Background: an optimization exercise with open tools, aiming at small area. Do not read the settings as production practice. In this exercise RTL edits were held to simulation tests only and were not proved equivalent to the original. Power and IR drop assume default switching activity.

## the baseline
==> flow/design.v (excerpt) <==
module low_band_energy_beat_detector_core
(
	input  logic                 clk,
	input  logic                 arst_n,
	input  logic                 cfg_we,
	input  logic [lbed_pkg::CFG_IDX_W-1:0] cfg_index,
	input  logic [lbed_pkg::CFG_W-1:0]     cfg_wdata,
	input  logic                 s_tvalid,
	output logic                 s_tready,
	input  logic [63:0]          s_tdata,    
	input  logic                 s_tlast,    
	output logic                 m_tvalid,
	input  logic                 m_tready,
	output logic [23:0]          m_tdata,    
	output logic                 m_tuser     
);
Settings: LEC_CHECK=0, CAP_MARGIN=20, CORE_MARGIN=2, CORE_UTILIZATION=70, GPL_TIMING_DRIVEN=0, PLACE_DENSITY=0.85, SLEW_MARGIN=20; clock period 9.0 ns.
standard.sh (not shown) runs the stock make flow with config.mk's settings and CLKGATE_MAP_FILE= SYNTH_SCRIPT=/design/flow/synth_recipe.tcl, a recipe that flattens the netlist after the stock synthesis.
==> flow/flow/run.sh <==
#!/bin/bash
# Layout flow: the standard flow, with three changes.
# 1. After the standard synthesis, the combinational gates are re-mapped for area by
#    reopt.tcl (yosys + ABC, four seeds, the smallest result is kept); every flip-flop
#    keeps its instance, name and cell type.
# 2. Port buffers use the smallest buffer cell.
# 3. CTS uses clkbuf_4 only, small sink clusters and no dummy loads.
set -euo pipefail
export BUFFER_PORTS_ARGS="-buffer_cell sky130_fd_sc_hd__buf_1"
export CTS_ARGS="-sink_clustering_enable -repair_clock_nets -dont_use_dummy_load -buf_list {sky130_fd_sc_hd__clkbuf_4} -sink_clustering_size 10 -sink_clustering_max_diameter 40"
RES="$PWD/orfs/results/${FLOW_PLATFORM}/low_band_energy_beat_detector_core/base"
bash standard.sh "$RES/1_2_yosys.v" > standard_synth.log 2>&1
cp "$RES/1_2_yosys.v" "$RES/1_2_yosys_standard.v"
for S in 1 2 3 4; do
  cp "$RES/1_2_yosys_standard.v" "$RES/reopt_$S.v"
  sed "s/@SEED@/$S/" flow/reopt.abc > "reopt_$S.abc"
  REOPT_NETLIST="$RES/reopt_$S.v" REOPT_ABC="$PWD/reopt_$S.abc" \
    yosys -c flow/reopt.tcl > "reopt_yosys_$S.log" 2>&1 &
done
wait
best=$(grep -H "Chip area" reopt_yosys_*.log | sed 's/^reopt_yosys_\([0-9]*\)\.log:.* \([0-9.]*\)$/\2 \1/' | sort -g | head -n 1 | cut -d' ' -f2)
echo "kept seed $best" > reopt_choice.log
cp "$RES/reopt_$best.v" "$RES/1_2_yosys.v"
bash standard.sh > standard_layout.log 2>&1
Other scripts of this flow, unchanged in this note and not shown: flow/flow/reopt.abc, flow/flow/reopt.tcl
#### Input delta (the candidate over the baseline)
-- flow/design.v --
<<< the baseline, line 82
	logic [3:0]         i_q;
	logic               c_q, m_q, mn_q, sgn_q;
	logic               seen_q, just_q;
	logic               m_tvalid_q;
	logic [4:0] w;
	logic       p_last, in_acc, win2, in_tim, in_prv;
>>> the candidate, line 82
	logic [3:0]         i_q;
	logic               c_q, m_q, mn_q, sgn_q;
	logic               m_tvalid_q;
	logic               seen_q, just_q;
	assign seen_q = c_q;
	assign just_q = mn_q;
	logic [4:0] w;
	logic       p_last, in_acc, win2, in_tim, in_prv;
<<< the baseline, line 136
		else if (st_dec && in_prv && any_q)
			r_in = tap;
		else
			r_in = sum;
>>> the candidate, line 138
		else if (st_dec && in_prv && any_q)
			r_in = tap;
		else if (p_q >= P_TIM0)
			r_in = r0;
		else
			r_in = sum;
<<< the baseline, line 272
		end else if (p_q == P_CNTL) begin
			c_q <= 1'b0;
		end else begin
			c_q <= cout;
>>> the candidate, line 276
		end else if (p_q == P_CNTL) begin
			c_q <= 1'b0;
		end else if (p_q[7:5] == 3'd2) begin
			c_q <= seen_q | tap;        
		end else begin
			c_q <= cout;
<<< the baseline, line 304
			end
			ST_ROOTI, ST_ROOT: begin
				if (st_root && p_q == P_ACCL) begin
					if (i_q == 4'd0) begin
>>> the candidate, line 310
			end
			ST_ROOTI, ST_ROOT: begin
				if (p_q[7:5] == 3'd2)
					mn_q <= tap & ~seen_q;
				else
					mn_q <= 1'b0;
				if (st_root && p_q == P_ACCL) begin
					if (i_q == 4'd0) begin
<<< the baseline, line 339
			default: ;
		endcase
		if (p_q[7:5] != 3'd2) begin
			seen_q <= 1'b0;
			just_q <= 1'b0;
		end else begin
			just_q <= tap & ~seen_q;
			seen_q <= seen_q | tap;
		end
	end
	assign m_tvalid = m_tvalid_q;
>>> the candidate, line 349
			default: ;
		endcase
	end
	assign m_tvalid = m_tvalid_q;
### Flow results
For the via count of the first global-routing pass, the candidate came in about 2.6% higher than the baseline did. Summary: with the baseline as the reference, final cell count in the candidate moved up slightly. Area of all placed cells without fillers up about 0.32% in the candidate wrt the baseline. In the reports for the baseline and the candidate, the larger final critical-path share of the clock period belongs to the candidate. Per the comparison of the candidate with the baseline, total chip power increased 0.75 mW; area after synthesis essentially unchanged; slew at the pin with the worst max-slew slack increased 0.18 ns.

## what the ideal ports hide
Ports are ideal in the flow. The routed layouts listed here were re-timed in OpenROAD.
Step 1 (the two cells are an assumption about what drives the block):
set clk [get_ports {clk}]
set_driving_cell -lib_cell sky130_fd_sc_hd__clkbuf_16 $clk
set_driving_cell -lib_cell sky130_fd_sc_hd__buf_2 [delete_from_list [all_inputs] $clk]
Step 2 times the ports against the registers' clock, not the clock port: input delays grow and output delays shrink by t, the midpoint of the rising clock arrivals with the driver on.
a / b / c = no drivers / after step 1 / after step 2; a / b = the first two.
| run | t (ns) | slack for setup (ns) | worst setup path after step 2 |
|---|---|---|---|
| the baseline | 0.615 | 4.538 / 4.538 / 4.538 | register to register |
| the candidate | 0.591 | 4.287 / 4.287 / 4.287 | register to register |
After both steps every run listed still meets setup and hold.
